From an optimization exercise on the open Yosys and OpenROAD flow, aimed at small area; shortcuts taken in it are not production practice. In this exercise RTL edits were held to simulation tests only and were not proved equivalent to the original. The flow treats the clock pin as an ideal source, which a real chip does not have. Power is estimated from default activity; no workload was simulated.

===== flow/design.v =====
module trsq_bus_fabric (
  input  logic        clk,
  input  logic        reset_n,
  input  logic [7:0]  cpu_addr,
  input  logic [7:0]  cpu_wdata,
  output logic [7:0]  cpu_rdata,
  input  logic        cpu_wr_en,
  input  logic        cpu_rd_en,
  output logic        cpu_stall,
  input  logic [7:0]  cpu_status,
  output logic [7:0]  slv_addr,
  output logic [7:0]  slv_wdata,
  output logic [2:0]  slv_wr_en,
  output logic [2:0]  slv_rd_en,
  input  logic [23:0] slv_rdata,
  input  logic [2:0]  slv_ready,
  output logic        bus_err_irq
);
  logic access;
  assign access = cpu_wr_en | cpu_rd_en;
  logic       ram_sel, slv_any, err_sel, faddr_sel, unmapped;
  logic [2:0] slv_sel;
  assign ram_sel    = ~cpu_addr[7];
  assign slv_sel[0] = cpu_addr[7:2] == 6'b100000;
  assign slv_sel[1] = cpu_addr[7:2] == 6'b100001;
  assign slv_sel[2] = cpu_addr[7:2] == 6'b100100;
  assign slv_any    = |slv_sel;
  assign err_sel    = cpu_addr == 8'hFF;
  assign faddr_sel  = cpu_addr == 8'hFE;
  assign unmapped   = cpu_addr[7] & ~slv_any & ~err_sel & ~faddr_sel;
  assign slv_addr  = cpu_addr;
  assign slv_wdata = cpu_wdata;
  assign slv_wr_en = slv_sel & {3{cpu_wr_en}};
  assign slv_rd_en = slv_sel & {3{cpu_rd_en & ~cpu_wr_en}};
  logic [3:0] wcnt_q;
  logic       pend, abort;
  assign pend      = access & |(slv_sel & ~slv_ready);
  assign abort     = pend & (&wcnt_q);
  assign cpu_stall = pend & ~(&wcnt_q) & reset_n;
  always_ff @(posedge clk or negedge reset_n) begin
    if (!reset_n)                wcnt_q <= 4'd0;
    else if (pend && !(&wcnt_q)) wcnt_q <= wcnt_q + 4'd1;
    else                         wcnt_q <= 4'd0;
  end
  logic       unm_flag_q, to_flag_q, irq_q, fault_ev, err_clr;
  logic [3:0] ecnt_q, ecnt_b;
  logic [7:0] faddr_q;
  assign fault_ev = (access & unmapped) | abort;
  assign err_clr  = cpu_wr_en & err_sel;
  assign ecnt_b   = err_clr ? 4'd0 : ecnt_q;
  always_ff @(posedge clk or negedge reset_n) begin
    if (!reset_n) begin
      unm_flag_q <= 1'b0;
      to_flag_q  <= 1'b0;
      ecnt_q     <= 4'd0;
      faddr_q    <= 8'd0;
      irq_q      <= 1'b0;
    end else begin
      unm_flag_q <= (access & unmapped) | (unm_flag_q & ~err_clr);
      to_flag_q  <= abort | (to_flag_q & ~err_clr);
      ecnt_q     <= (fault_ev && ecnt_b != 4'hF) ? ecnt_b + 4'd1 : ecnt_b;
      if (fault_ev) faddr_q <= cpu_addr;
      irq_q      <= unm_flag_q | to_flag_q;
    end
  end
  assign bus_err_irq = irq_q;
  logic [6:0]    ridx;
  logic          wr_ram;
  logic [127:0]  sel_n;      
  logic [127:0]  we, we_n;   
  logic [1023:0] mem_q, mem_d;
  assign ridx   = cpu_addr[6:0];
  assign wr_ram = cpu_wr_en & ~cpu_addr[7];
  for (genvar w = 0; w < 128; w++) begin : g_word
    assign sel_n[w] = ridx != 7'(w);
    if (w == 0) begin : g_status
      assign we[w]   = 1'b0;
      assign we_n[w] = 1'b1;
      assign mem_d[7:0] = cpu_status;
    end else begin : g_rw
      assign we[w]   = wr_ram & ~sel_n[w];
      assign we_n[w] = ~we[w];
      for (genvar b = 0; b < 8; b++) begin : g_bit
        fab_hold u_hold (.q(mem_q[8*w+b]), .hold(we_n[w]), .d(cpu_wdata[b]), .load(we[w]),
                         .y(mem_d[8*w+b]));
      end
    end
  end
  always_ff @(posedge clk) mem_q <= mem_d;
  logic [7:0] ram_rd_n;
  for (genvar b = 0; b < 8; b++) begin : g_rbit
    logic [63:0] p;
    logic [31:0] q1;
    logic [7:0]  q2;
    for (genvar i = 0; i < 64; i++) begin : g_pair
      fab_rd2 u_rd2 (.d0(mem_q[8*(2*i)+b]), .s0n(sel_n[2*i]), .d1(mem_q[8*(2*i+1)+b]),
                     .s1n(sel_n[2*i+1]), .y(p[i]));
    end
    for (genvar i = 0; i < 32; i++) begin : g_l1
      fab_nor2 u_nor2 (.a(p[2*i]), .b(p[2*i+1]), .y(q1[i]));
    end
    for (genvar i = 0; i < 8; i++) begin : g_l2
      fab_nand4 u_nand4 (.a(q1[4*i]), .b(q1[4*i+1]), .c(q1[4*i+2]), .d(q1[4*i+3]), .y(q2[i]));
    end
    assign ram_rd_n[b] = |q2;
  end
  logic [7:0] slv_mux;
  always_comb begin
    slv_mux = '0;
    for (int i = 0; i < 3; i++) if (slv_sel[i]) slv_mux = slv_rdata[8*i +: 8];
  end
  always_comb begin
    cpu_rdata = '0;
    if (ram_sel)        cpu_rdata = ~ram_rd_n;
    else if (slv_any)   cpu_rdata = slv_mux | {8{abort}};
    else if (err_sel)   cpu_rdata = {ecnt_q, 2'b00, to_flag_q, unm_flag_q};
    else if (faddr_sel) cpu_rdata = faddr_q;
  end
endmodule
module fab_hold (input logic q, hold, d, load, output logic y);
  assign y = (q & hold) | (d & load);
endmodule
module fab_rd2 (input logic d0, s0n, d1, s1n, output logic y);
  assign y = ~((d0 | s0n) & (d1 | s1n));
endmodule
module fab_nor2 (input logic a, b, output logic y);
  assign y = ~(a | b);
endmodule
module fab_nand4 (input logic a, b, c, d, output logic y);
  assign y = ~(a & b & c & d);
endmodule

===== flow/constraint.sdc =====
create_clock -name core_clock -period 6.0 [get_ports {clk}]
set_input_delay 1.2000 -clock core_clock [delete_from_list [all_inputs] [get_ports {clk}]]
set_output_delay 1.2000 -clock core_clock [all_outputs]
set_load 0.01 [all_outputs]

===== flow/config.mk =====
export PLATFORM = sky130hd
export DESIGN_NAME = trsq_bus_fabric
export DESIGN_NICKNAME = trsq_bus_fabric
export VERILOG_FILES = /design/flow/design.v
export SDC_FILE = /design/flow/constraint.sdc
export NUM_CORES = 4
export LEC_CHECK = 0
export CAP_MARGIN = 20
export CORE_MARGIN = 2
export CORE_UTILIZATION = 40
export SETUP_SLACK_MARGIN = 0.3
export SLEW_MARGIN = 20
export SYNTH_HIERARCHICAL = 1

===== flow/run.sh =====
#!/bin/bash
# synth_recipe.tcl (not shown) runs the flow's synth.tcl, then flattens the netlist and writes it again
# the make line also repeats each setting of config.mk as NAME=value (left out here)
make -C /OpenROAD-flow-scripts/flow DESIGN_CONFIG=/design/flow/config.mk WORK_HOME=/design/flow/orfs CLKGATE_MAP_FILE= SYNTH_SCRIPT=/design/flow/synth_recipe.tcl finish

==> impl_metrics.toml, run 1 <==
[global_routing]
grt_pass1_wl_um = 192800
grt_use_total = 0.2610
grt_overflow = 0
antenna_found_initial = 2
grt_max_degree = 74
first_global_vias = 30630

[critical_path]
reg2reg_depth = 6
path_class = "in -> out"
critPathTopFamily = "simple AND/OR/NAND/NOR gates"
worst-r2r-setup-slack_ps = 3910
critPathArrivalTime_ps = 4460
crit_path_max_incr_delay_ps = 480
critPathMaxFanout = 17
critPathLaunchType = "input port"
endpoint_kind = "output port"
r2r-end = "faddr_q[4]$_DFFE_PN0P_"
crit_chain = "dlygate4sd2_1, buf_4, inv_2, buf_4, nor3_2, buf_12, nand2_2, o22ai_1, nor2_1, nand4_1, nor4_4, buf_4, nand3_1, buf_4, nand3_1, o21a_1, clkbuf_2"
crit_top_cell = "buf_4"
rr_startpoint = "wcnt_q[0]$_DFF_PN0_"
worst_path_max_delay_cell = "nor4_4"
worstPathRequired_ps = 4800
crit_buf_inv = 8

[floorplan]
die_x_um = 309.9
ios = 87
initial_core_util = 0.4022
core_region_area_um2 = 93050
row_count = 112
design.die.area_um2 = 96030
floorplan.die.height_um = 309.9

[placed_design]
place_congestion = 0.9249
dp_hpwl_um = 83770
placed_cells = 4972
io_buffers = 86

[layout]
antenna_cells = 0
fin_cells = 5166
area_delta_synth_final_pct = 20.84
post-route-util = 0.4860
drive_gt1_frac = 0.1171
nNetsFinal = 3886

[synth]
synth_area_um2 = 37420
ys_seq_elements = 1043
synth_edf_count = 0
synth_nets = 3585
synth_common_cells = "dfxtp_1 (1024), a22o_1 (1016), o22ai_1 (514)"
yosys.cell_types.count = 49
netlist_instances = 3528
yosys_warnings = 7
async_flop_share = 0.01822
avgSynthCellArea_um2 = 10.61
yosys-top-cells-area = "dfxtp_1 (55%), a22o_1 (24%), o22ai_1 (8.6%), nor2_1 (2.8%), nand2_1 (2.7%)"
synth.most_common_cell = "dfxtp_1"
synth_top_area_share = 0.5478
yosys.area.top_type = "dfxtp_1"
seq_area_frac_synth = 0.5605
yosys_most_used_dff = "dfxtp_1"

[drt]
viasPerCell = 6.150
final_antenna_net_count = 0
drtIter0Drc = 2880
vias = 31770
drc = 0
wl_per_cell_um = 24.89
firstDrtPassIters = 5
routed_wl_um = 128600

[clock_network]
clk_path_buf_depth = 3
htree_levels = 3
clk_latency_ps = 670
cts_buffers = 107
clkSinkCount = 1043
clkTransAtPathRegs_ps = 60
cts_tree = "built"
root_buffer = "clkbuf_16"

[min_path]
hold_path_end = "wcnt_q[0]$_DFF_PN0_"
hold_class = "reg -> reg"
hold_path_startpoint = "wcnt_q[0]$_DFF_PN0_"
holdPathStages = 1

[sta]
fin_tns_setup_ps = 0
finClkSkew_ps = 5.774
rsz0062_at_grt = "true"
maxSlewViolCount = 0
slew_headroom = 0.3106
timing.fmax_mhz = 176.8
setup_violations = 0
tightest_slew_ps = 1034
hold_viol = 0
period_minus_slack_ps = 5656
finalCritPeriodShare = 0.9427

[pwr]
worst_ir_drop_vdd_mv = 0.2374
power_mw = 15.39
power_density_nw_per_um2 = 340.3
leakage_nw = 19.23

[run_status]
outcome = "finished clean"

[flow_run]
maxCapViolCount = 0
-- through the flow --
step | hold WS [ps] | area [um^2] | worst slack (ps)
after floorplan | 430.5 | 37420 | 1426
after global placement | 454.1 | 41230 | -654.7
after detailed placement | 457.4 | 41230 | -650.1
after CTS | 471.6 | 45100 | 128.1
after global routing | 489.9 | 45220 | 289.2
final | 468.4 | 45220 | 343.6
-- sequential cells by signal, summed over array words and instances (netlist names) --
| name | flops |
|---|---|
| unm_flag_q | 1 |
| irq_q | 1 |
| to_flag_q | 1 |
| wcnt_q | 4 |
| faddr_q | 8 |
| ecnt_q | 4 |
| mem_q | 1024 |
-- power by group --
group / internal, mW / total, mW / switching (mW) / leakage, nW
logic: 0.509 / 1.06 / 0.551 / 8.93
clock network: 4.02 / 6.81 / 2.79 / 1.76
registers: 7.30 / 7.52 / 0.227 / 8.54
total: 11.8 / 15.4 / 3.57 / 19.2
-- worst reg2reg max path, cell delays in order (launching register included) --
cell,delay [ps]
dfrtp_1,400
ha_1,240
and3_1,210
o221a_2,140
buf_4,160
or2_1,440
mux2_4,380
-- layout make-up --
class	instances	area, um^2
Clock inverter	44	533.0
Multi-Input combinational cell	2285	16090
Tap cell	1254	1569
Sequential cell	1043	20980
Timing Repair Buffer	261	2515
Fill cell	8561	47820
Clock buffer	148	3054
Inverter	131	491.7
-- worst max path at each step --
| stage | startpoint | endpoint | cells past startpoint |
|---|---|---|---|
| 3_3_place_gp | cpu_addr[3] | cpu_rdata[6] | 14 |
| 4_1_cts | cpu_addr[1] | cpu_rdata[6] | 15 |
| 2_1_floorplan | cpu_addr[2] | cpu_rdata[0] | 13 |
| 3_5_place_dp | cpu_addr[3] | cpu_rdata[6] | 14 |
| 6_report | cpu_addr[6] | cpu_rdata[0] | 17 |
| 5_1_grt | cpu_addr[1] | cpu_rdata[0] | 17 |
-- placed cells by master (no fill, tap or decap), types with 7 or more instances in the layout --
cell type        synthesis  routed
nor2_2                   0      19
clkinv_2                 0      21
buf_6                    4      12
clkdlybuf4s50_1          0      64
a22oi_1                 12      12
clkbuf_16                0     109
a22o_1                1016    1016
nand2_2                  0      23
nand2_4                  0      10
nor4_4                   0      10
buf_4                   16     145
nand3_1                 22      18
nand4_1                 65      65
nor3_2                   1      12
dfxtp_1               1024    1024
inv_1                  130     130
o22ai_1                514     513
clkbuf_1                41      21
clkbuf_8                 0      18
nand2_1                268     235
mux2_4                   7       7
bufinv_16                0      11
dfrtp_1                 19      19
buf_12                   0      26
dlygate4sd2_1            0      10
nor2_1                 282     261
-- modules after synthesis (local to each module, per instance) --
module / flip-flops and latches / cell area, um^2 / cells / times used
fab_hold: 0 / 8.758 / 1 / 1016
fab_nor2: 0 / 3.754 / 1 / 256
trsq_bus_fabric: 1043 / 23960 / 1680 / 1
fab_rd2: 0 / 6.256 / 1 / 512
fab_nand4: 0 / 6.256 / 1 / 64
-- per-layer routing --
layer	track usage	part of all wire	up-vias
li1	-	-	14600
met1	0.3744	0.46	15700
met2	0.3973	0.44	1255
met3	0.04795	0.080	213
met4	0.07988	0.027	4
met5	0	0.00020	-
-- what timing repair did --
action / CTS / global route
hold buffers: 0 / 0
buffers inserted: 0 / 2
gates resized for setup: 79 / 32
pin swaps: 27 / 18
endpoints found under the setup margin: 8 / 8
-- logic make-up after synthesis --
logic type,count (synthesis),share of synthesized area
XOR/XNOR,2,0.0004681
multiplexers,10,0.003611
adder cells (fa/ha/maj),2,0.0006685
buffers and inverters,200,0.02273
AO/OA/AOI/OAI,1564,0.3307
flip-flops,1043,0.5605
AND/OR/NAND/NOR,707,0.08131
==> inputs of run 2 (changes only) <==
--- a/flow/design.v
+++ b/flow/design.v
@@ -65,13 +65,19 @@
   end
   assign bus_err_irq = irq_q;
-  logic [6:0]    ridx;
   logic          wr_ram;
-  logic [127:0]  sel_n;      
+  logic [15:0]   col_n;      
+  logic [7:0]    grp_n;      
+  logic [7:0]    wgrp;       
   logic [127:0]  we, we_n;   
   logic [1023:0] mem_q, mem_d;
-  assign ridx   = cpu_addr[6:0];
   assign wr_ram = cpu_wr_en & ~cpu_addr[7];
+  for (genvar i = 0; i < 16; i++) begin : g_col
+    assign col_n[i] = cpu_addr[3:0] != 4'(i);
+  end
+  for (genvar g = 0; g < 8; g++) begin : g_grp
+    assign grp_n[g] = cpu_addr[6:4] != 3'(g);
+    assign wgrp[g]  = wr_ram & ~grp_n[g];
+  end
   for (genvar w = 0; w < 128; w++) begin : g_word
-    assign sel_n[w] = ridx != 7'(w);
     if (w == 0) begin : g_status
       assign we[w]   = 1'b0;
@@ -79,6 +85,6 @@
       assign mem_d[7:0] = cpu_status;
     end else begin : g_rw
-      assign we[w]   = wr_ram & ~sel_n[w];
-      assign we_n[w] = ~we[w];
+      assign we_n[w] = ~(wgrp[w/16] & ~col_n[w%16]);
+      assign we[w]   = ~we_n[w];
       for (genvar b = 0; b < 8; b++) begin : g_bit
         fab_hold u_hold (.q(mem_q[8*w+b]), .hold(we_n[w]), .d(cpu_wdata[b]), .load(we[w]),
@@ -90,18 +96,18 @@
   logic [7:0] ram_rd_n;
   for (genvar b = 0; b < 8; b++) begin : g_rbit
-    logic [63:0] p;
-    logic [31:0] q1;
-    logic [7:0]  q2;
-    for (genvar i = 0; i < 64; i++) begin : g_pair
-      fab_rd2 u_rd2 (.d0(mem_q[8*(2*i)+b]), .s0n(sel_n[2*i]), .d1(mem_q[8*(2*i+1)+b]),
-                     .s1n(sel_n[2*i+1]), .y(p[i]));
+    logic [7:0] v;
+    for (genvar g = 0; g < 8; g++) begin : g_rgrp
+      logic [7:0] p;
+      logic [3:0] z;
+      for (genvar i = 0; i < 8; i++) begin : g_pair
+        fab_rd2 u_rd2 (.d0(mem_q[8*(16*g+2*i)+b]), .s0n(col_n[2*i]),
+                       .d1(mem_q[8*(16*g+2*i+1)+b]), .s1n(col_n[2*i+1]), .y(p[i]));
+      end
+      for (genvar i = 0; i < 4; i++) begin : g_nor
+        fab_nor2 u_nor2 (.a(p[2*i]), .b(p[2*i+1]), .y(z[i]));
+      end
+      fab_nand4 u_nand4 (.a(z[0]), .b(z[1]), .c(z[2]), .d(z[3]), .y(v[g]));
     end
-    for (genvar i = 0; i < 32; i++) begin : g_l1
-      fab_nor2 u_nor2 (.a(p[2*i]), .b(p[2*i+1]), .y(q1[i]));
-    end
-    for (genvar i = 0; i < 8; i++) begin : g_l2
-      fab_nand4 u_nand4 (.a(q1[4*i]), .b(q1[4*i+1]), .c(q1[4*i+2]), .d(q1[4*i+3]), .y(q2[i]));
-    end
-    assign ram_rd_n[b] = |q2;
+    assign ram_rd_n[b] = |(v & ~grp_n);
   end
   logic [7:0] slv_mux;
--- a/flow/config.mk
+++ b/flow/config.mk
@@ -8,5 +8,8 @@
 export CAP_MARGIN = 20
 export CORE_MARGIN = 2
-export CORE_UTILIZATION = 40
+export CORE_UTILIZATION = 65
+export CTS_BUF_LIST = sky130_fd_sc_hd__clkbuf_8
+export CTS_CLUSTER_DIAMETER = 50
+export CTS_CLUSTER_SIZE = 14
 export SETUP_SLACK_MARGIN = 0.3
 export SLEW_MARGIN = 20
==> impl_metrics.toml, run 2 <==
[layout]
area_delta_synth_final_pct = 13.92
nNetsFinal = 3793
drive_gt1_frac = 0.1042
largest_register = "mem_q"
final_cell_mix = "dfxtp_1 (1024), a22o_1 (1016), o22ai_1 (513), nor2_1 (300), buf_4 (175)"
layout_commonest_cell = "dfxtp_1"
largest_registers = "mem_q x1024, faddr_q x8"
largest_register_ffs = 1024
fin_area_um2 = 42360

[sta]
setup_violations = 0
maxSlewViolCount = 0
finalCritPeriodShare = 0.9568
slew_headroom = 0.2318
period_minus_slack_ps = 5741
finClkSkew_ps = 38.13
fin_tns_setup_ps = 0
hold_viol = 0
tightest_slew_ps = 1152
timing.fmax_mhz = 174.2
rsz0062_at_grt = "true"

[global_routing]
grt_pass1_wl_um = 190600
grt_max_degree = 75
antenna_found_initial = 6
first_global_vias = 31510
grt_overflow = 0
grt_use_total = 0.4144

[placed_design]
place_congestion = 0.9826
place_area_um2 = 40550
dp_hpwl_um = 83540
io_buffers = 86

[clock_network]
clk_latency_ps = 750
clk_path_buf_depth = 3
cts_buffers = 93
root_buffer = "clkbuf_8"
htree_levels = 3
cts_tree = "built"
clkSinkCount = 1043
clkTransAtPathRegs_ps = 70

[drt]
viasPerCell = 7.218
vias = 32760
final_antenna_net_count = 0
drc = 0
routed_wl_um = 126600
firstDrtPassIters = 12
drtIter0Drc = 4127
wl_per_cell_um = 27.89

[synth]
ys_seq_elements = 1043
yosys.cell_types.count = 53
seq_area_frac_synth = 0.5641
synth.most_common_cell = "dfxtp_1"
synth_edf_count = 0
avgSynthCellArea_um2 = 10.91
synth_area_um2 = 37190
synth_nets = 3465
yosys-top-cells-area = "dfxtp_1 (55%), a22o_1 (24%), o22ai_1 (8.6%), nor2_1 (3.1%), nand2_1 (1.4%)"
synth_top_family_by_area = "compound AO/OA/AOI/OAI gates"
synth_fa_ha_area_frac = 0.0006729
yosys.area.top_type = "dfxtp_1"
netlist_instances = 3408
synth_common_cells = "dfxtp_1 (1024), a22o_1 (1016), o22ai_1 (513)"
yosys_warnings = 7
synth_top_area_share = 0.5513
synthSimpleGateAreaFrac = 0.06497
yosys_most_used_dff = "dfxtp_1"
async_flop_share = 0.01822
synth_compound_area_frac = 0.3390
synth_mux_area_frac = 0.01073
synth-xor-area-share = 0.0002355

[floorplan]
initial_core_util = 0.6582
die_x_um = 243.2
row_count = 87
ios = 87
core_region_area_um2 = 56500
floorplan.die.height_um = 243.2
design.die.area_um2 = 59140

[flow_run]
maxCapViolCount = 0

[critical_path]
critPathMaxFanout = 12
reg2reg_depth = 5
critPathLaunchType = "input port"
r2r-end = "faddr_q[3]$_DFFE_PN0P_"
worst-r2r-setup-slack_ps = 4070
rr_startpoint = "wcnt_q[0]$_DFF_PN0_"
critPathArrivalTime_ps = 4540
endpoint_kind = "output port"
worstPathRequired_ps = 4800
path_class = "in -> out"

[min_path]
holdPathStages = 1
hold_path_end = "faddr_q[7]$_DFFE_PN0P_"
hold_class = "reg -> reg"
hold_path_startpoint = "faddr_q[7]$_DFFE_PN0P_"

[pwr]
leakage_nw = 17.96
worst_ir_drop_vdd_mv = 0.2442
power_density_nw_per_um2 = 307.7

[run_status]
outcome = "finished clean"
==> run 2: cells by family (layout without fill, tap and decap cells) <==
family,after synthesis,in the layout
DFF,1043,1043
xor gates and xnor gates,1,1
muxes,29,29
other,0,2
adders and majority gates,2,2
AOI/OAI and AO/OA,1589,1589
and+or+nand+nor,562,562
buffers and inverters,182,555
==> run 2: worst max path at each step <==
stage	from	end	slack (ps)	depth (start not counted)
detailed placement	cpu_addr[0]	cpu_rdata[2]	-210	15
floorplan	cpu_addr[2]	cpu_rdata[2]	550	13
CTS	cpu_addr[0]	cpu_rdata[2]	250	15
global route	cpu_addr[1]	cpu_rdata[1]	240	15
global placement	cpu_addr[0]	cpu_rdata[2]	-180	15
finish	cpu_addr[3]	cpu_rdata[1]	260	14
==> run 2: routing by layer <==
metal	GRT usage	vias to the layer above	share of wire
met4	0.2100	6	0.056
met2	0.6045	2151	0.42
met1	0.5649	15890	0.39
li1	-	14310	-
met3	0.1131	403	0.13
met5	0	-	0.00028
==> run 2: per-module statistics from Yosys, one instance, submodules excluded <==
module           area [um^2]  cells inside  copies in the design
fab_rd2                6.256             1                   512
fab_nor2               3.754             1                   256
trsq_bus_fabric        23720          1560                     1
fab_nand4              6.256             1                    64
fab_hold               8.758             1                  1016
==> run 2: cell type report <==
class	instances	area, um^2
inverter	135	509.2
clock inverter	38	355.3
clock buffer	102	1404
sequential	1043	20980
fill	3921	14130
antenna	2	5.005
multi-input combinational	2183	15550
timing repair buffer	280	2618
tap	756	945.9
==> run 2: through the flow <==
stage	utilization	instances	total power [mW]	setup WS [ps]	hold WS [ps]
floorplan	-	3408	8.301	545.4	439.9
global placement	0.7177	4396	8.908	-183.9	461.8
detailed placement	0.7177	4396	8.949	-212.5	462.0
CTS	0.7491	4537	12.99	251.3	482.5
global route	0.7498	4538	13.39	243.5	504.0
finish	0.7499	4539	13.03	259.4	482.5
==> run 2: what timing repair did <==
| item | CTS | global route |
|---|---|---|
| pin swaps | 6 | 2 |
| setup buffers | 1 | 0 |
| setup endpoints to repair | 8 | 4 |
| hold buffers | 0 | 0 |
| gates resized for setup | 18 | 10 |
==> run 2: where the power goes <==
| part | leakage (nW) | total, mW | switching, mW | internal [mW] |
|---|---|---|---|---|
| registers | 8.54 | 7.51 | 0.223 | 7.28 |
| clock network | 0.947 | 4.18 | 2.38 | 1.79 |
| logic | 8.48 | 1.35 | 0.743 | 0.606 |
| total | 18.0 | 13.0 | 3.35 | 9.68 |
==> run 2: critical path, cell delays in order <==
cell	delay (ps)
dlygate4sd2_1	420
buf_4	240
nor3_2	70
inv_2	130
buf_12	180
buf_4	210
o22ai_1	130
nor2_1	200
nand4_1	180
mux2_2	350
a221oi_1	280
nand2_1	210
nand4_1	150
clkdlybuf4s50_1	560
==> inputs of run 3 (changes only) <==
--- a/flow/config.mk
+++ b/flow/config.mk
@@ -6,5 +6,5 @@
 export NUM_CORES = 4
 export LEC_CHECK = 0
-export CAP_MARGIN = 20
+export CAP_MARGIN = 5
 export CORE_MARGIN = 2
 export CORE_UTILIZATION = 65
@@ -12,5 +12,5 @@
 export CTS_CLUSTER_DIAMETER = 50
 export CTS_CLUSTER_SIZE = 14
-export SETUP_SLACK_MARGIN = 0.3
-export SLEW_MARGIN = 20
+export SETUP_SLACK_MARGIN = 0.1
+export SLEW_MARGIN = 5
 export SYNTH_HIERARCHICAL = 1
==> impl_metrics.toml, run 3 <==
[sta]
finClkSkew_ps = 38.42
slew_headroom = 0.1394
hold_viol = 0
rsz0062_at_grt = "true"
fin_tns_setup_ps = 0
worst_hold_slack_ps = 481.9
worst_slack_ps = 109.9
maxSlewViolCount = 0
tightest_slew_ps = 1291
setup_violations = 0
finalCritPeriodShare = 0.9817
timing.fmax_mhz = 169.8
period_minus_slack_ps = 5890

[placed_design]
pre_cts_ws_ps = -212.5
io_buffers = 86
place_area_um2 = 40550
dp_hpwl_um = 83540
placed_cells = 4396
place_congestion = 0.9826

[layout]
largest_register = "mem_q"
largest_registers = "mem_q x1024, faddr_q x8"
fin_cells = 4538
final_cell_mix = "dfxtp_1 (1024), a22o_1 (1016), o22ai_1 (513), nor2_1 (300), buf_4 (175)"
post-route-util = 0.7495
largest_register_ffs = 1024
area_delta_synth_final_pct = 13.88
fin_area_um2 = 42350
layout_commonest_cell = "dfxtp_1"
nNetsFinal = 3793
drive_gt1_frac = 0.1034

[synth]
yosys_warnings = 7
yosys_most_used_dff = "dfxtp_1"
synth_top_family_by_area = "compound AO/OA/AOI/OAI gates"
netlist_instances = 3408
avgSynthCellArea_um2 = 10.91
yosys.area.top_type = "dfxtp_1"
synth_common_cells = "dfxtp_1 (1024), a22o_1 (1016), o22ai_1 (513)"
ys_seq_elements = 1043
synth_compound_area_frac = 0.3390
synth_edf_count = 0
yosys-top-cells-area = "dfxtp_1 (55%), a22o_1 (24%), o22ai_1 (8.6%), nor2_1 (3.1%), nand2_1 (1.4%)"
synth_mux_area_frac = 0.01073
synth_fa_ha_area_frac = 0.0006729
synth_top_area_share = 0.5513
synthSimpleGateAreaFrac = 0.06497
synth-xor-area-share = 0.0002355
yosys.cell_types.count = 53
async_flop_share = 0.01822
synth.most_common_cell = "dfxtp_1"
synth_area_um2 = 37190
seq_area_frac_synth = 0.5641
synth_nets = 3465

[floorplan]
die_x_um = 243.2
row_count = 87
design.die.area_um2 = 59140
ios = 87
initial_core_util = 0.6582
floorplan.die.height_um = 243.2
core_region_area_um2 = 56500

[clock_network]
cts_hold_buffers = 0
root_buffer = "clkbuf_8"
htree_levels = 3
clk_path_buf_depth = 3
clk_latency_ps = 750
clkSinkCount = 1043
clkTransAtPathRegs_ps = 80
cts_buffers = 93
cts_tree = "built"

[drt]
wl_per_cell_um = 27.92
drc = 0
drtIter0Drc = 4247
viasPerCell = 7.224
routed_wl_um = 126700
vias = 32780
firstDrtPassIters = 6
final_antenna_net_count = 0

[critical_path]
critPathLaunchType = "input port"
worstPathRequired_ps = 4800
critPathMaxFanout = 7
endpoint_kind = "output port"
path_class = "in -> out"
critPathArrivalTime_ps = 4690

[pwr]
leakage_nw = 17.97
worst_ir_drop_vdd_mv = 0.2443
power_density_nw_per_um2 = 308.0
power_mw = 13.04

[global_routing]
grt_use_total = 0.4145
grt_max_degree = 75
grt_overflow = 0
antenna_found_initial = 6
grt_pass1_wl_um = 190700
first_global_vias = 31520

[min_path]
hold_class = "reg -> reg"

[flow_run]
maxCapViolCount = 0

[run_status]
outcome = "finished clean"
## run 3: cell counts after synthesis
No cell type changed its count.
## run 3: timing repair
item | in CTS | in global routing
setup endpoints to repair | 8 | 7
gates resized for setup | 11 | 7
endpoints found under the hold margin | 0 | 0
pin swaps | 2 | 2
buffers inserted | 1 | 0
## run 3: per-module statistics from Yosys, one instance, submodules excluded
| module | flip-flops and latches | cell area [um^2] | cells |
|---|---|---|---|
| fab_nand4 | 0 | 6.256 | 1 |
| trsq_bus_fabric | 1043 | 23720 | 1560 |
| fab_rd2 | 0 | 6.256 | 1 |
| fab_nor2 | 0 | 3.754 | 1 |
| fab_hold | 0 | 8.758 | 1 |
## run 3: where the power goes
part / total, mW / leakage [nW] / switching, mW / internal, mW
Combinational: 1.35 / 8.48 / 0.744 / 0.609
Clock: 4.18 / 0.947 / 2.39 / 1.79
Sequential: 7.51 / 8.54 / 0.224 / 7.28
Total: 13.0 / 18.0 / 3.36 / 9.69
## run 3: worst max-delay path, cell delays in order
cell and delay [ps]:
clkdlybuf4s50_1 650, or4b_4 670, a2111oi_4 420, o221ai_1 650, nand3b_1 490, clkdlybuf4s50_1 610
## run 3: worst paths after layout
path	from	end	slack [ps]	cells past startpoint
worst max-delay path	cpu_addr[5]	cpu_rdata[6]	110	6
worst min-delay path	faddr_q[7]$_DFFE_PN0P_	faddr_q[7]$_DFFE_PN0P_	480	1
worst max register to register	wcnt_q[0]$_DFF_PN0_	faddr_q[3]$_DFFE_PN0P_	4080	5
worst min register to register	faddr_q[7]$_DFFE_PN0P_	faddr_q[7]$_DFFE_PN0P_	480	1
max in group asynchronous	reset_n	ecnt_q[3]$_DFF_PN0_	4910	2
min in group asynchronous	reset_n	faddr_q[5]$_DFFE_PN0P_	830	2
## run 3: area by class of cell
type / instances / area (um^2)
Tap cell: 756 / 945.9
Fill cell: 3922 / 14150
Multi-Input combinational cell: 2183 / 15530
Timing Repair Buffer: 280 / 2628
Clock inverter: 38 / 355.3
Clock buffer: 102 / 1404
Sequential cell: 1043 / 20980
Antenna cell: 1 / 2.502
Inverter: 135 / 509.2
## run 3: logic make-up after synthesis
| family | count (synthesis) |
|---|---|
| AO/OA/AOI/OAI | 1589 |
| XOR/XNOR | 1 |
| adder cells (fa/ha/maj) | 2 |
| buffers and inverters | 182 |
| flip-flops | 1043 |
| multiplexers | 29 |
| AND/OR/NAND/NOR | 562 |
## run 3: metal layers
layer / GRT usage / wire length (um) / up-vias
li1: - / - / 14320
met2: 0.6029 / 53460 / 2129
met3: 0.1165 / 16120 / 399
met1: 0.5642 / 49870 / 15930
met4: 0.2106 / 7194 / 6
met5: 0 / 36 / -
==> inputs of run 4 (changes only) <==
--- a/flow/config.mk
+++ b/flow/config.mk
@@ -12,4 +12,5 @@
 export CTS_CLUSTER_DIAMETER = 50
 export CTS_CLUSTER_SIZE = 14
+export GPL_TIMING_DRIVEN = 0
 export SETUP_SLACK_MARGIN = 0.1
 export SLEW_MARGIN = 5
==> impl_metrics.toml, run 4 <==
[run_status]
outcome = "finished clean"

[placed_design]
dp_hpwl_um = 80100
place_congestion = 0.9746
pre_cts_ws_ps = -1916
place_area_um2 = 39700
io_buffers = 81

[floorplan]
design.die.area_um2 = 59140
row_count = 87
ios = 87
die_x_um = 243.2
floorplan.die.height_um = 243.2
core_region_area_um2 = 56500
initial_core_util = 0.6582

[pwr]
leakage_nw = 17.69
power_mw = 13.02
worst_ir_drop_vdd_mv = 0.2380
power_density_nw_per_um2 = 309.0

[sta]
finClkSkew_ps = 8.554
slew_headroom = 0.05735
period_minus_slack_ps = 5910
setup_violations = 0
hold_viol = 0
tightest_slew_ps = 1414
maxSlewViolCount = 0
fin_tns_setup_ps = 0
rsz0062_at_grt = "false"
worst_slack_ps = 89.73
timing.fmax_mhz = 169.2
finalCritPeriodShare = 0.9850

[synth]
yosys.cell_types.count = 53
synth_mux_area_frac = 0.01073
synth.most_common_cell = "dfxtp_1"
synth_compound_area_frac = 0.3390
avgSynthCellArea_um2 = 10.91
netlist_instances = 3408
seq_area_frac_synth = 0.5641
synth-xor-area-share = 0.0002355
yosys-top-cells-area = "dfxtp_1 (55%), a22o_1 (24%), o22ai_1 (8.6%), nor2_1 (3.1%), nand2_1 (1.4%)"
synth_area_um2 = 37190
synth_fa_ha_area_frac = 0.0006729
synth_nets = 3465
yosys_most_used_dff = "dfxtp_1"
yosys_warnings = 7
synth_common_cells = "dfxtp_1 (1024), a22o_1 (1016), o22ai_1 (513)"
yosys.area.top_type = "dfxtp_1"
ys_seq_elements = 1043
synth_edf_count = 0
async_flop_share = 0.01822
synth_top_area_share = 0.5513
synthSimpleGateAreaFrac = 0.06497
synth_top_family_by_area = "compound AO/OA/AOI/OAI gates"

[drt]
final_antenna_net_count = 0
vias = 32920
drtIter0Drc = 4235
routed_wl_um = 129900
drc = 0
viasPerCell = 7.421
wl_per_cell_um = 29.29
firstDrtPassIters = 8

[global_routing]
first_global_vias = 31540
antenna_found_initial = 6
grt_overflow = 0
grt_pass1_wl_um = 192300
grt_use_total = 0.4212
grt_max_degree = 81

[layout]
layout_commonest_cell = "dfxtp_1"
largest_registers = "mem_q x1024, faddr_q x8"
area_delta_synth_final_pct = 13.30
n_fill_cell = 3888
nNetsFinal = 3696
multiInputGateArea_um2 = 15620
fin_area_um2 = 42130
largest_register_ffs = 1024
seqCellArea_um2 = 20980
drive_gt1_frac = 0.07860
largest_register = "mem_q"
post-route-util = 0.7458
final_cell_mix = "dfxtp_1 (1024), a22o_1 (1016), o22ai_1 (513), nor2_1 (293), nand2_1 (135)"

[critical_path]
path_class = "in -> out"
critPathLaunchType = "input port"
critPathArrivalTime_ps = 4710
critPathMaxFanout = 41
endpoint_kind = "output port"
worstPathRequired_ps = 4800

[clock_network]
clk_latency_ps = 730
root_buffer = "clkbuf_8"
cts_hold_buffers = 0
htree_levels = 3
clkSinkCount = 1043
cts_tree = "built"
cts_buffers = 93
clk_path_buf_depth = 3
clkTransAtPathRegs_ps = 80

[min_path]
hold_class = "reg -> reg"

[flow_run]
maxCapViolCount = 0
-- run 4: through the flow --
| stage | std cells | hold slack [ps] |
|---|---|---|
| 4_1_cts | 4429 | 492.2 |
| 6_report | 4436 | 489.6 |
| 5_1_grt | 4433 | 501.0 |
| 3_3_place_gp | 4245 | 460.6 |
| 2_1_floorplan | 3408 | 439.9 |
| 3_5_place_dp | 4284 | 471.2 |
-- run 4: cells by family after synthesis --
kind of cell,after synthesis
AO/OA/AOI/OAI,1589
buffers and inverters,182
multiplexers,29
AND/OR/NAND/NOR,562
flip-flops,1043
XOR/XNOR,1
adder cells (fa/ha/maj),2
-- run 4: worst paths after layout --
check                                    startpoint                      to  slack (ps)  cells past startpoint
worst max register to register  wcnt_q[0]$_DFF_PN0_  faddr_q[0]$_DFFE_PN0P_        4020                      5
worst min-delay path             mem_q[876]$_DFF_P_      mem_q[876]$_DFF_P_         490                      1
max in group asynchronous                   reset_n  faddr_q[7]$_DFFE_PN0P_        4330                      1
worst max-delay path                    cpu_addr[3]            cpu_rdata[2]          90                     15
min in group asynchronous                   reset_n     wcnt_q[1]$_DFF_PN0_        1030                      1
worst min register to register   mem_q[876]$_DFF_P_      mem_q[876]$_DFF_P_         490                      1
-- run 4: final cells by class --
class                      instances  share of cell area
timing repair inverter             5            0.001455
tap                              756             0.02245
timing repair buffer             131             0.04241
inverter                         135             0.01693
clock buffer                      97             0.03169
antenna                            3           0.0001782
multi-input combinational       2183              0.3707
sequential                      1043              0.4978
buffer                            47            0.006741
clock inverter                    36            0.009651
-- run 4: routing by layer --
layer  routed length, um  track usage  share of wire
met1               49450       0.5593           0.38
met2               55640       0.6248           0.43
met3               18170       0.1347           0.14
met4                6629       0.1970          0.051
met5                  29            0        0.00022
-- run 4: power by group --
| group | internal (mW) | total [mW] | switching (mW) |
|---|---|---|---|
| logic | 0.596 | 1.35 | 0.756 |
| registers | 7.28 | 7.50 | 0.212 |
| clock network | 1.81 | 4.17 | 2.36 |
| total | 9.69 | 13.0 | 3.33 |
-- run 4: critical path, stage by stage --
cell and delay, ps:
clkdlybuf4s18_2 270, clkbuf_8 230, nor4_4 480, buf_4 320, inv_8 120, buf_16 200
o22ai_1 260, nor2_1 100, nand4_1 170, mux2_2 250, a221oi_1 90, nor2_1 250
o311ai_4 150, a21o_1 250, dlygate4sd2_1 290
-- run 4: modules after synthesis, one instance, submodules excluded --
module	cell area (um^2)	copies in the design	flip-flops and latches
fab_hold	8.758	1016	0
fab_nand4	6.256	64	0
fab_nor2	3.754	256	0
fab_rd2	6.256	512	0
trsq_bus_fabric	23720	1	1043
-- run 4: repair_timing --
item / in CTS / in global routing
setup buffers: 3 / 2
cloned: 9 / 2
pin swaps: 6 / 6
endpoints found under the setup margin: 8 / 7
resized for setup: 105 / 24
==> inputs of run 5 (changes only) <==
==> flow/flow/run.sh (new file) <==
#!/bin/bash
# Layout flow: the standard flow (standard synthesis unchanged) with two changes:
#  - port buffers use the smallest buffer cell (every port still gets its buffer);
#  - clock tree synthesis without dummy loads, clustered leaf buffers of clkbuf_8.
# The full output of the flow goes to standard.log; ORFS keeps each step's log under orfs/logs.
set -o pipefail
export BUFFER_PORTS_ARGS="-buffer_cell sky130_fd_sc_hd__buf_1"
export CTS_ARGS="-sink_clustering_enable -repair_clock_nets -sink_clustering_size 14 -sink_clustering_max_diameter 50 -buf_list sky130_fd_sc_hd__clkbuf_8 -dont_use_dummy_load"
bash standard.sh finish > standard.log 2>&1
==> flow/standard.sh (new file) <==
#!/bin/bash
# synth_recipe.tcl (not shown) runs the flow's synth.tcl, then flattens the netlist and writes it again
# the make line also repeats each setting of config.mk as NAME=value (left out here)
make -C /OpenROAD-flow-scripts/flow DESIGN_CONFIG=/design/flow/config.mk WORK_HOME=/design/flow/orfs CLKGATE_MAP_FILE= SYNTH_SCRIPT=/design/flow/synth_recipe.tcl "${@:-finish}"
--- a/flow/config.mk
+++ b/flow/config.mk
@@ -12,5 +12,4 @@
 export CTS_CLUSTER_DIAMETER = 50
 export CTS_CLUSTER_SIZE = 14
-export GPL_TIMING_DRIVEN = 0
 export SETUP_SLACK_MARGIN = 0.1
 export SLEW_MARGIN = 5
removed: flow/run.sh
==> impl_metrics.toml, run 5 <==
[floorplan]
floorplan.die.height_um = 243.2
die_x_um = 243.2
core_region_area_um2 = 56500
ios = 87
design.die.area_um2 = 59140
initial_core_util = 0.6582
row_count = 87

[layout]
fin_cells = 4386
area_delta_synth_final_pct = 8.752
nNetsFinal = 3689
largest_registers = "mem_q x1024, faddr_q x8"
antenna_cells = 0
n_fill_cell = 4148
largest_register_ffs = 1024
drive_gt1_frac = 0.06915
layout_commonest_cell = "dfxtp_1"
seqCellArea_um2 = 20980
multiInputGateArea_um2 = 15500
largest_register = "mem_q"
final_cell_mix = "dfxtp_1 (1024), a22o_1 (1016), o22ai_1 (513), nor2_1 (302), nand2_1 (137)"

[synth]
synth-xor-area-share = 0.0002355
synthSimpleGateAreaFrac = 0.06497
yosys_most_used_dff = "dfxtp_1"
synth_fa_ha_area_frac = 0.0006729
synth_top_area_share = 0.5513
synth_mux_area_frac = 0.01073
yosys_warnings = 7
synth_area_um2 = 37190
synth_top_family_by_area = "compound AO/OA/AOI/OAI gates"
yosys-top-cells-area = "dfxtp_1 (55%), a22o_1 (24%), o22ai_1 (8.6%), nor2_1 (3.1%), nand2_1 (1.4%)"
synth_compound_area_frac = 0.3390
synth.most_common_cell = "dfxtp_1"
yosys.area.top_type = "dfxtp_1"
seq_area_frac_synth = 0.5641
netlist_instances = 3408
avgSynthCellArea_um2 = 10.91
synth_edf_count = 0
ys_seq_elements = 1043
synth_nets = 3465
yosys.cell_types.count = 53
synth_common_cells = "dfxtp_1 (1024), a22o_1 (1016), o22ai_1 (513)"
async_flop_share = 0.01822

[clock_network]
cts_hold_buffers = 0
cts_tree = "built"
cts_setup_buffers = 0
cts_buffers = 92
clkTransAtPathRegs_ps = 90
root_buffer = "clkbuf_8"
clkSinkCount = 1043
htree_levels = 3
cts_resized = 0
clk_path_buf_depth = 3
clk_latency_ps = 730

[flow_run]
maxCapViolCount = 0

[drt]
firstDrtPassIters = 7
final_antenna_net_count = 0
viasPerCell = 7.396
vias = 32440
drtIter0Drc = 4047
wl_per_cell_um = 28.72
drc = 0
routed_wl_um = 126000

[pwr]
p_seq_frac = 0.609
p_switching_mw = 3.146
power_mw = 12.33
p_comb_frac = 0.103
swShare = 0.2551
power_density_nw_per_um2 = 305.0
worst_ir_drop_vdd_mv = 0.2190
p_clk_frac = 0.288
p_int_mw = 9.188
leakage_nw = 16.91

[min_path]
hold_class = "in -> async"

[global_routing]
grt_use_total = 0.4109
first_global_vias = 30650
grt_pass1_wl_um = 187600
grt_max_degree = 93
grt_overflow = 0
antenna_found_initial = 4

[critical_path]
critPathLaunchType = "input port"
endpoint_kind = "output port"
r2r-end = "faddr_q[3]$_DFFE_PN0P_"
worstPathRequired_ps = 4800
critPathMaxFanout = 23
reg2reg_depth = 5
worst-r2r-setup-slack_ps = 4090
path_class = "in -> out"
critPathArrivalTime_ps = 4710
rr_startpoint = "wcnt_q[0]$_DFF_PN0_"

[sta]
setup_violations = 0
fin_tns_setup_ps = 0
period_minus_slack_ps = 5914
rsz0062_at_grt = "false"
finalCritPeriodShare = 0.9856
tightest_slew_ps = 1259
finClkSkew_ps = 65.68
slew_headroom = 0.1605
maxSlewViolCount = 0
timing.fmax_mhz = 169.1
worst_hold_slack_ps = 449.2
hold_viol = 0

[placed_design]
io_buffers = 86
placed_cells = 4294
place_congestion = 0.9621
dp_hpwl_um = 82860

[run_status]
outcome = "finished clean"
-- run 5: area by class of cell --
cell class / instances / share of cell area
Timing Repair Buffer: 177 / 0.03072
Clock buffer: 92 / 0.03131
Sequential cell: 1043 / 0.5187
Tap cell: 756 / 0.02339
Multi-Input combinational cell: 2183 / 0.3833
Inverter: 135 / 0.01256
-- run 5: cells by family after synthesis --
group | after synthesis
simple gates | 562
buf+inv | 182
compound gates | 1589
fa+ha+maj | 2
flops | 1043
mux | 29
xor+xnor | 1
-- run 5: worst max path at each step --
stage	startpoint	slack [ps]	end
4_1_cts	cpu_addr[1]	190	cpu_rdata[2]
3_3_place_gp	cpu_addr[3]	250	cpu_rdata[2]
3_5_place_dp	cpu_addr[1]	200	cpu_rdata[2]
6_report	cpu_addr[0]	90	cpu_rdata[5]
2_1_floorplan	cpu_addr[2]	550	cpu_rdata[2]
5_1_grt	cpu_addr[2]	100	cpu_rdata[2]
-- run 5: power by group through the flow --
stage | registers [mW] | logic, mW | clock network (mW)
after global routing | 7.55 | 1.31 | 3.82
final | 7.51 | 1.27 | 3.55
after floorplan | 7.59 | 0.715 | 0
after global placement | 7.65 | 1.18 | 0
after CTS | 7.50 | 1.22 | 3.56
after detailed placement | 7.66 | 1.21 | 0
-- run 5: critical path: stages --
cell	delay, ps
buf_1	150
buf_4	210
nor4_2	80
inv_2	520
buf_4	420
o22ai_1	160
nor2_1	250
nand4_1	370
mux4_2	640
mux2i_1	160
a211o_1	330
buf_1	200
-- run 5: layer usage --
metal,global-route usage,part of all wire
met4,0.2005,0.054
met5,0,0.000095
met3,0.1108,0.13
met2,0.5909,0.42
met1,0.5718,0.40
-- run 5: per-module statistics from Yosys (local to each module, per instance) --
module           cell area (um^2)  copies in the design
trsq_bus_fabric             23720                     1
fab_nor2                    3.754                   256
fab_hold                    8.758                  1016
fab_nand4                   6.256                    64
fab_rd2                     6.256                   512
-- run 5: metrics by stage --
step                      area [um^2]  utilization  worst slack (ps)
after global routing            40440       0.7158             100.5
after CTS                       40440       0.7157             187.7
after floorplan                 37190            -             545.4
after global placement          39170       0.6933             250.4
after detailed placement        39170       0.6933             199.5
final                           40440       0.7158             86.22
==> inputs of run 6 (changes only) <==
--- a/flow/config.mk
+++ b/flow/config.mk
@@ -8,5 +8,5 @@
 export CAP_MARGIN = 5
 export CORE_MARGIN = 2
-export CORE_UTILIZATION = 65
+export CORE_UTILIZATION = 72
 export CTS_BUF_LIST = sky130_fd_sc_hd__clkbuf_8
 export CTS_CLUSTER_DIAMETER = 50
==> impl_metrics.toml, run 6 <==
[pwr]
power_mw = 12.27
leakage_nw = 16.93
p_int_mw = 9.146
p_seq_frac = 0.613
p_clk_frac = 0.285
p_comb_frac = 0.103
power_density_nw_per_um2 = 303.8
worst_ir_drop_vdd_mv = 0.3007
swShare = 0.2546
p_switching_mw = 3.124

[placed_design]
place_congestion = 1.037
dp_hpwl_um = 80670
io_buffers = 86
place_area_um2 = 39140

[min_path]
hold_class = "in -> async"

[layout]
drive_gt1_frac = 0.07217
largest_register = "mem_q"
area_delta_synth_final_pct = 8.617
final_cell_mix = "dfxtp_1 (1024), a22o_1 (1016), o22ai_1 (513), nor2_1 (304), nand2_1 (137)"
largest_registers = "mem_q x1024, faddr_q x8"
fin_area_um2 = 40390
seqCellArea_um2 = 20980
multiInputGateArea_um2 = 15510
n_fill_cell = 3353
largest_register_ffs = 1024
layout_commonest_cell = "dfxtp_1"
nNetsFinal = 3703

[global_routing]
grt_pass1_wl_um = 183300
grt_use_total = 0.4446
first_global_vias = 30520
grt_max_degree = 80
antenna_found_initial = 3
grt_overflow = 0

[drt]
drtIter0Drc = 4879
viasPerCell = 7.548
final_antenna_net_count = 0
routed_wl_um = 123300
firstDrtPassIters = 9
wl_per_cell_um = 28.50
drc = 0
vias = 32670

[sta]
hold_viol = 0
setup_violations = 0
finalCritPeriodShare = 0.9723
finClkSkew_ps = 22.02
tightest_slew_ps = 1298
timing.fmax_mhz = 171.4
slew_headroom = 0.1298
maxSlewViolCount = 0
fin_tns_setup_ps = 0
rsz0062_at_grt = "false"
period_minus_slack_ps = 5834

[synth]
synth_common_cells = "dfxtp_1 (1024), a22o_1 (1016), o22ai_1 (513)"
synth.most_common_cell = "dfxtp_1"
avgSynthCellArea_um2 = 10.91
yosys_most_used_dff = "dfxtp_1"
ys_seq_elements = 1043
yosys.area.top_type = "dfxtp_1"
yosys-top-cells-area = "dfxtp_1 (55%), a22o_1 (24%), o22ai_1 (8.6%), nor2_1 (3.1%), nand2_1 (1.4%)"
synth_top_area_share = 0.5513
seq_area_frac_synth = 0.5641
netlist_instances = 3408
async_flop_share = 0.01822
synth_nets = 3465
synth_area_um2 = 37190
yosys.cell_types.count = 53
synth_edf_count = 0
yosys_warnings = 7

[clock_network]
htree_levels = 3
clkTransAtPathRegs_ps = 90
clk_path_buf_depth = 3
cts_resized = 0
clkSinkCount = 1043
cts_setup_buffers = 0
cts_hold_buffers = 0
root_buffer = "clkbuf_8"
cts_buffers = 89
clk_latency_ps = 720
cts_tree = "built"

[run_status]
outcome = "finished clean"

[critical_path]
critPathMaxFanout = 16
critPathLaunchType = "input port"
crit_start = "cpu_addr[2]"
worstPathRequired_ps = 4800
path_class = "in -> out"
rr_startpoint = "wcnt_q[0]$_DFF_PN0_"
worst-r2r-setup-slack_ps = 3970
critPathArrivalTime_ps = 4630
reg2reg_depth = 5
r2r-end = "faddr_q[1]$_DFFE_PN0P_"
endpoint_kind = "output port"

[floorplan]
design.die.area_um2 = 53480
die_x_um = 231.3
core_region_area_um2 = 51200
floorplan.die.height_um = 231.3
row_count = 83
ios = 87
initial_core_util = 0.7263

[flow_run]
maxCapViolCount = 0
run 6: cell types whose count changed in the layout (fill, tap and decap cells not counted), moves of 2 or more:
cell / change
clkbuf_2: -2
buf_12: -5
buf_4: +22
clkbuf_8: -3
inv_2: -5
clkinv_2: +4
diode_2: +4
nor2_1: +2
buf_1: +2
nor2_2: -2
run 6: layout make-up:
type,instances,area share
multi-input cells,2183,0.3840
repair buffers,194,0.03231
inverters,135,0.01276
clock buffers,89,0.03033
diodes,4,0.0002478
well taps,680,0.02107
flip-flops and latches,1043,0.5193
run 6: how the worst max path moves through the flow:
stage	end	slack (ps)	cells past startpoint
after floorplan	cpu_rdata[2]	550	13
after global placement	cpu_rdata[2]	320	14
after detailed placement	cpu_rdata[2]	200	14
after CTS	cpu_rdata[2]	190	15
after global routing	cpu_rdata[3]	110	12
final	cpu_rdata[7]	170	14
run 6: power groups by stage:
stage               registers, mW  logic (mW)  clock network [mW]
finish                       7.52        1.26                3.49
global route                 7.55        1.30                3.74
CTS                          7.50        1.20                3.48
detailed placement           7.66        1.20                   0
global placement             7.64        1.16                   0
floorplan                    7.59       0.715                   0
run 6: worst max-delay path, cell delays in order:
cell and delay (ps):
buf_1 200, buf_4 250, nand2_1 150, nor2_1 90, inv_2 430, buf_4 330
o22ai_1 120, nor2_1 200, nand4_1 310, mux2_2 390, a221oi_1 330, o221ai_1 180
nand3b_1 270, buf_1 190
run 6: cells by family (layout without fill, tap and decap cells):
logic type                 count (synthesis)  count (layout)  synth area share
adders and majority gates                  2               2         0.0006728
AOI/OAI and AO/OA                       1589            1589            0.3390
other                                      0               4                 0
buffers and inverters                    182             418           0.02029
and+or+nand+nor                          562             562           0.06497
muxes                                     29              29           0.01073
xor gates and xnor gates                   1               1         0.0002356
DFF                                     1043            1043            0.5641
run 6: metrics by stage:
step | cells | hold slack [ps] | setup WS (ps) | utilization
final | 4328 | 455.3 | 166.0 | 0.7889
after global routing | 4325 | 458.4 | 110.2 | 0.7888
after CTS | 4324 | 440.9 | 192.3 | 0.7884
after detailed placement | 4235 | 469.9 | 196.7 | 0.7645
after global placement | 4235 | 460.0 | 318.6 | 0.7645
after floorplan | 3408 | 439.9 | 545.4 | -
run 6: modules after synthesis, one instance, submodules excluded:
| module | times used | area, um^2 | flops+latches | cells |
|---|---|---|---|---|
| fab_hold | 1016 | 8.758 | 0 | 1 |
| fab_nand4 | 64 | 6.256 | 0 | 1 |
| fab_nor2 | 256 | 3.754 | 0 | 1 |
| fab_rd2 | 512 | 6.256 | 0 | 1 |
| trsq_bus_fabric | 1 | 23720 | 1043 | 1560 |
run 6: per-layer routing:
layer / global-route usage / up-vias / routed length, um
met5: 0.01379 / - / 115
met4: 0.2496 / 6 / 7812
met3: 0.1282 / 491 / 16710
met2: 0.6461 / 2483 / 51910
met1: 0.5946 / 15630 / 46800
li1: - / 14060 / -
==> inputs of run 7 (changes only) <==
--- a/flow/flow/run.sh
+++ b/flow/flow/run.sh
@@ -6,4 +6,4 @@
 set -o pipefail
 export BUFFER_PORTS_ARGS="-buffer_cell sky130_fd_sc_hd__buf_1"
-export CTS_ARGS="-sink_clustering_enable -repair_clock_nets -sink_clustering_size 14 -sink_clustering_max_diameter 50 -buf_list sky130_fd_sc_hd__clkbuf_8 -dont_use_dummy_load"
+export CTS_ARGS="-sink_clustering_enable -repair_clock_nets -sink_clustering_size 16 -sink_clustering_max_diameter 55 -buf_list sky130_fd_sc_hd__clkbuf_8 -dont_use_dummy_load"
 bash standard.sh finish > standard.log 2>&1
--- a/flow/config.mk
+++ b/flow/config.mk
@@ -8,5 +8,5 @@
 export CAP_MARGIN = 5
 export CORE_MARGIN = 2
-export CORE_UTILIZATION = 72
+export CORE_UTILIZATION = 65
 export CTS_BUF_LIST = sky130_fd_sc_hd__clkbuf_8
 export CTS_CLUSTER_DIAMETER = 50
==> impl_metrics.toml, run 7 <==
[pwr]
p_int_mw = 8.991
leakage_nw = 16.80
p_seq_frac = 0.622
power_density_nw_per_um2 = 300.1
p_clk_frac = 0.273
p_comb_frac = 0.105
worst_ir_drop_vdd_mv = 0.2387
p_switching_mw = 3.092
swShare = 0.2559

[critical_path]
worst-r2r-setup-slack_ps = 4090
path_class = "in -> out"
crit_chain = "buf_1, buf_4, nor4_2, inv_2, buf_4, o22ai_1, nor2_1, nand4_1, mux4_2, mux2i_1, a211o_1, buf_1"
endpoint = "cpu_rdata[5]"
worstPathRequired_ps = 4800
r2r-end = "faddr_q[0]$_DFFE_PN0P_"
rr_startpoint = "wcnt_q[0]$_DFF_PN0_"
critPathLaunchType = "input port"
endpoint_kind = "output port"
critPathArrivalTime_ps = 4730
reg2reg_depth = 5
worst_path_max_delay_cell = "mux4_2"
crit_path_max_incr_delay_ps = 640
crit_start = "cpu_addr[0]"
critPathMaxFanout = 23

[drt]
routed_wl_um = 125800
final_antenna_net_count = 0
drc = 0
viasPerCell = 7.400
firstDrtPassIters = 5
vias = 32380
wl_per_cell_um = 28.74
drtIter0Drc = 3887

[global_routing]
grt_use_total = 0.4104
antenna_found_initial = 3
first_global_vias = 30480
grt_pass1_wl_um = 187200
grt_overflow = 0
grt_max_degree = 93

[clock_network]
clk_path_buf_depth = 3
cts_resized = 0
htree_levels = 3
cts_buffers = 78
clk_latency_ps = 700
cts_tree = "built"
clkTransAtPathRegs_ps = 100
cts_setup_buffers = 0
clkSinkCount = 1043
cts_hold_buffers = 0
root_buffer = "clkbuf_8"

[placed_design]
place_congestion = 0.9621
dp_hpwl_um = 82860
placed_cells = 4294
io_buffers = 86

[run_status]
outcome = "finished clean"

[synth]
synth_area_um2 = 37190
synth_nets = 3465
synth.most_common_cell = "dfxtp_1"
yosys.cell_types.count = 53
avgSynthCellArea_um2 = 10.91
yosys_warnings = 7
synth_top_area_share = 0.5513
yosys.area.top_type = "dfxtp_1"
async_flop_share = 0.01822
yosys_most_used_dff = "dfxtp_1"
seq_area_frac_synth = 0.5641
yosys-top-cells-area = "dfxtp_1 (55%), a22o_1 (24%), o22ai_1 (8.6%), nor2_1 (3.1%), nand2_1 (1.4%)"
netlist_instances = 3408
synth_edf_count = 0
synth_common_cells = "dfxtp_1 (1024), a22o_1 (1016), o22ai_1 (513)"
ys_seq_elements = 1043

[floorplan]
core_region_area_um2 = 56500
initial_core_util = 0.6582
row_count = 87
design.die.area_um2 = 59140
floorplan.die.height_um = 243.2
die_x_um = 243.2
ios = 87

[layout]
seqCellArea_um2 = 20980
final_cell_mix = "dfxtp_1 (1024), a22o_1 (1016), o22ai_1 (513), nor2_1 (302), nand2_1 (137)"
n_fill_cell = 4178
layout_commonest_cell = "dfxtp_1"
largest_register_ffs = 1024
nNetsFinal = 3675
multiInputGateArea_um2 = 15500
largest_register = "mem_q"
area_delta_synth_final_pct = 8.261
largest_registers = "mem_q x1024, faddr_q x8"
post-route-util = 0.7126
drive_gt1_frac = 0.06554
fin_cells = 4376

[sta]
tightest_slew_ps = 1175
finClkSkew_ps = 26.71
period_minus_slack_ps = 5932
maxSlewViolCount = 0
rsz0062_at_grt = "false"
finalCritPeriodShare = 0.9887
setup_violations = 0
slew_headroom = 0.2164
hold_viol = 0
timing.fmax_mhz = 168.6
fin_tns_setup_ps = 0

[flow_run]
maxCapViolCount = 0

[min_path]
hold_class = "in -> async"
[run 7: cell type report]
class,count,share of cell area
Multi-Input combinational cell,2183,0.3851
Sequential cell,1043,0.5210
Clock buffer,78,0.02667
Tap cell,756,0.02350
Antenna cell,4,0.0002486
Inverter,135,0.01262
Timing Repair Buffer,177,0.03086
[run 7: Yosys stat by module (local to each module, per instance)]
module / area (um^2) / flops+latches / cells inside / times used
trsq_bus_fabric: 23720 / 1043 / 1560 / 1
fab_nand4: 6.256 / 0 / 1 / 64
fab_hold: 8.758 / 0 / 1 / 1016
fab_nor2: 3.754 / 0 / 1 / 256
fab_rd2: 6.256 / 0 / 1 / 512
[run 7: worst max-delay path, delay by kind of cell]
kind,cells,cell delay (ps)
buffers and inverters,5,1470
multiplexers,2,800
AND/OR/NAND/NOR,3,720
AO/OA/AOI/OAI,2,510
[run 7: power by group through the flow]
stage	clock network (mW)	registers, mW	logic [mW]
2_1_floorplan	0	7.59	0.715
3_3_place_gp	0	7.65	1.18
4_1_cts	3.31	7.50	1.22
3_5_place_dp	0	7.66	1.21
6_report	3.30	7.51	1.27
5_1_grt	3.56	7.55	1.31
[run 7: cell families (layout without fill, tap and decap cells)]
| logic type | count (synthesis) | count (layout) | synth area share |
|---|---|---|---|
| compound gates | 1589 | 1589 | 0.3390 |
| flops | 1043 | 1043 | 0.5641 |
| simple gates | 562 | 562 | 0.06497 |
| buf+inv | 182 | 390 | 0.02029 |
| mux | 29 | 29 | 0.01073 |
| fa+ha+maj | 2 | 2 | 0.0006728 |
| xor+xnor | 1 | 1 | 0.0002356 |
| other cells | 0 | 4 | 0 |
[run 7: worst min-delay path by stage]
stage	from	to
floorplan	faddr_q[7]$_DFFE_PN0P_	faddr_q[7]$_DFFE_PN0P_
global placement	mem_q[60]$_DFF_P_	mem_q[60]$_DFF_P_
detailed placement	mem_q[108]$_DFF_P_	mem_q[108]$_DFF_P_
CTS	reset_n	ecnt_q[1]$_DFF_PN0_
global route	reset_n	ecnt_q[0]$_DFF_PN0_
finish	reset_n	ecnt_q[0]$_DFF_PN0_
[run 7: routing by layer]
layer / GRT usage / routed length, um / part of all wire / up-vias
li1: - / - / - / 14020
met1: 0.5695 / 50040 / 0.40 / 15880
met2: 0.5882 / 52670 / 0.42 / 2116
met3: 0.1164 / 16440 / 0.13 / 369
met4: 0.1985 / 6603 / 0.053 / 0
met5: 0 / 0 / 0 / -
[run 7: through the flow]
stage                     total power [mW]  setup WS, ps  hold WS, ps  cell area [um^2]
final                                12.08         67.73        472.8             40260
after global routing                 12.43         101.5        490.9             40250
after CTS                            12.04         187.9        449.6             40240
after detailed placement             8.874         199.5        471.2             39170
after global placement               8.831         250.4        466.5             39170
after floorplan                      8.301         545.4        439.9             37190
==> inputs of run 8 (changes only) <==
--- a/flow/design.v
+++ b/flow/design.v
@@ -99,15 +99,11 @@
     for (genvar g = 0; g < 8; g++) begin : g_rgrp
       logic [7:0] p;
-      logic [3:0] z;
       for (genvar i = 0; i < 8; i++) begin : g_pair
         fab_rd2 u_rd2 (.d0(mem_q[8*(16*g+2*i)+b]), .s0n(col_n[2*i]),
                        .d1(mem_q[8*(16*g+2*i+1)+b]), .s1n(col_n[2*i+1]), .y(p[i]));
       end
-      for (genvar i = 0; i < 4; i++) begin : g_nor
-        fab_nor2 u_nor2 (.a(p[2*i]), .b(p[2*i+1]), .y(z[i]));
-      end
-      fab_nand4 u_nand4 (.a(z[0]), .b(z[1]), .c(z[2]), .d(z[3]), .y(v[g]));
+      fab_grp8 u_grp8 (.p(p), .gn(grp_n[g]), .y(v[g]));
     end
-    assign ram_rd_n[b] = |(v & ~grp_n);
+    assign ram_rd_n[b] = |v;
   end
   logic [7:0] slv_mux;
@@ -133,5 +129,5 @@
   assign y = ~(a | b);
 endmodule
-module fab_nand4 (input logic a, b, c, d, output logic y);
-  assign y = ~(a & b & c & d);
+module fab_grp8 (input logic [7:0] p, input logic gn, output logic y);
+  assign y = (|p) & ~gn;
 endmodule
==> flow/flow/run.sh (replaced) <==
#!/bin/bash
# Layout flow: the standard flow (standard synthesis unchanged) with three changes:
#  - port buffers use the smallest buffer cell (every port still gets its buffer);
#  - clock tree synthesis without dummy loads, clustered leaf buffers of clkbuf_8;
#  - after clock tree synthesis, cells with slack to spare are downsized (flow/recover.tcl).
# The full output of the flow goes to standard.log; ORFS keeps each step's log under orfs/logs.
set -o pipefail
export BUFFER_PORTS_ARGS="-buffer_cell sky130_fd_sc_hd__buf_1"
export CTS_ARGS="-sink_clustering_enable -repair_clock_nets -sink_clustering_size 16 -sink_clustering_max_diameter 55 -buf_list sky130_fd_sc_hd__clkbuf_8 -dont_use_dummy_load"
export POST_CTS_TCL="$PWD/flow/recover.tcl"
bash standard.sh finish > standard.log 2>&1
==> flow/flow/recover.tcl (new file) <==
# Area recovery after clock tree synthesis: downsize cells that have timing slack to
# spare (keeping a setup margin), then legalise the placement again.
estimate_parasitics -placement
report_design_area
repair_timing -recover_power 100 -setup_margin 0.15 -match_cell_footprint -verbose
detailed_placement
check_placement -verbose
report_design_area
==> impl_metrics.toml, run 8 <==
[critical_path]
critPathMaxFanout = 18
critPathArrivalTime_ps = 4610
crit_start = "cpu_addr[0]"
worstPathRequired_ps = 4800
crit_top_cell = "buf_4"
path_class = "in -> out"
worst_path_max_delay_cell = "or4_1"
critPathTopFamily = "simple AND/OR/NAND/NOR gates"
critPathLaunchType = "input port"
endpoint_kind = "output port"
crit_path_max_incr_delay_ps = 700
rr_startpoint = "wcnt_q[0]$_DFF_PN0_"

[layout]
final_cell_mix = "dfxtp_1 (1024), a22o_1 (1023), o22ai_1 (513), nand2_1 (149), inv_1 (131)"
largest_register = "mem_q"
largest_registers = "mem_q x1024, faddr_q x8"
fin_cells = 4282
layout_commonest_cell = "dfxtp_1"
area_delta_synth_final_pct = 9.247
nNetsFinal = 3581
n_fill_cell = 4213
drive_gt1_frac = 0.07666
fin_area_um2 = 40120
seqCellArea_um2 = 20980
largest_register_ffs = 1024
multiInputGateArea_um2 = 15020

[sta]
worst_hold_slack_ps = 473.2
setup_violations = 0
finClkSkew_ps = 41.41
maxSlewViolCount = 0
slew_headroom = 0.09406
period_minus_slack_ps = 5810
timing.fmax_mhz = 172.1
hold_viol = 0
tightest_slew_ps = 1354

[synth]
synth.most_common_cell = "dfxtp_1"
synth_area_um2 = 36720
synth_nets = 3321
yosys.area.top_type = "dfxtp_1"
synth_edf_count = 0
seq_area_frac_synth = 0.5712
avgSynthCellArea_um2 = 11.25
yosys-top-cells-area = "dfxtp_1 (56%), a22o_1 (24%), o22ai_1 (8.7%), nor4_1 (2.4%), nand2_1 (1.5%)"
async_flop_share = 0.01822
synth_top_area_share = 0.5582
yosys_most_used_dff = "dfxtp_1"

[global_routing]
grt_use_total = 0.4105
grt_pass1_wl_um = 186600
antenna_found_initial = 4
grt_max_degree = 79
grt_overflow = 0
first_global_vias = 30080

[drt]
viasPerCell = 7.486
drtIter0Drc = 4456
firstDrtPassIters = 6
vias = 32060
routed_wl_um = 124900

[pwr]
power_density_nw_per_um2 = 300.1
worst_ir_drop_vdd_mv = 0.2384
power_mw = 12.04
leakage_nw = 16.84

[min_path]
hold_class = "reg -> reg"

[run_status]
outcome = "finished clean"

[floorplan]
row_count = 87
core_region_area_um2 = 56170
initial_core_util = 0.6538
ios = 87

[clock_network]
clk_latency_ps = 700
cts_tree = "built"
clkSinkCount = 1043

[placed_design]
place_area_um2 = 38810
placed_cells = 4190
==> run 8: cell families after synthesis <==
family | Yosys count | synth area share
buf+inv | 190 | 0.02238
fa+ha+maj | 2 | 0.0006813
xor+xnor | 2 | 0.0004771
mux | 9 | 0.002726
flops | 1043 | 0.5712
compound gates | 1638 | 0.3478
simple gates | 380 | 0.05475
==> run 8: modules after synthesis, one instance, submodules excluded <==
module           flip-flops and latches  cells inside
fab_grp8                              0             3
fab_hold                              0             1
fab_rd2                               0             1
trsq_bus_fabric                    1043          1544
==> run 8: worst paths after layout <==
check / to / slack (ps) / cells after the start
max in group asynchronous: faddr_q[4]$_DFFE_PN0P_ / 4850 / 2
setup reg to reg: ecnt_q[1]$_DFF_PN0_ / 3470 / 6
hold reg to reg: irq_q$_DFF_PN0_ / 470 / 1
min in group asynchronous: wcnt_q[3]$_DFF_PN0_ / 640 / 2
hold / removal: irq_q$_DFF_PN0_ / 470 / 1
setup / recovery: cpu_rdata[3] / 190 / 14
==> run 8: power breakdown <==
| part | internal, mW | total (mW) | switching, mW |
|---|---|---|---|
| logic | 0.541 | 1.21 | 0.666 |
| registers | 7.29 | 7.52 | 0.228 |
| clock network | 1.17 | 3.32 | 2.15 |
| total | 9.00 | 12.0 | 3.04 |
==> run 8: routing by layer <==
layer / vias up / track usage / wire length [um]
li1: 13840 / - / -
met1: 15620 / 0.5643 / 49270
met2: 2193 / 0.5953 / 53090
met3: 398 / 0.09867 / 15290
met4: 2 / 0.2291 / 7272
met5: - / 0 / 11
==> run 8: stage by stage <==
step                setup WS (ps)  utilization
global placement           -191.9       0.6910
global route                68.26       0.7141
finish                      190.2       0.7143
detailed placement         -246.7       0.6910
floorplan                   536.6            -
==> run 8: worst register-to-register path: cells and delay by family (launching register included) <==
| kind | cells | cell delay (ps) |
|---|---|---|
| compound gates | 2 | 900 |
| mux | 1 | 330 |
| fa+ha+maj | 1 | 220 |
| flops | 1 | 400 |
| simple gates | 2 | 550 |
==> run 8: cell type report <==
| type | instances | area share |
|---|---|---|
| multi-input combinational | 2031 | 0.3745 |
| antenna | 4 | 0.0002495 |
| timing repair buffer | 223 | 0.03799 |
| sequential | 1043 | 0.5228 |
| tap | 756 | 0.02358 |
| clock buffer | 78 | 0.02676 |
| inverter | 147 | 0.01413 |

Setup slack of run 8, layout unchanged: 0.190 ns with ideal ports, 0.146 ns with driving cells assumed (clock clkbuf_16, inputs buf_2), 0.146 ns with port delays also shifted by the 0.758 ns mid clock arrival.
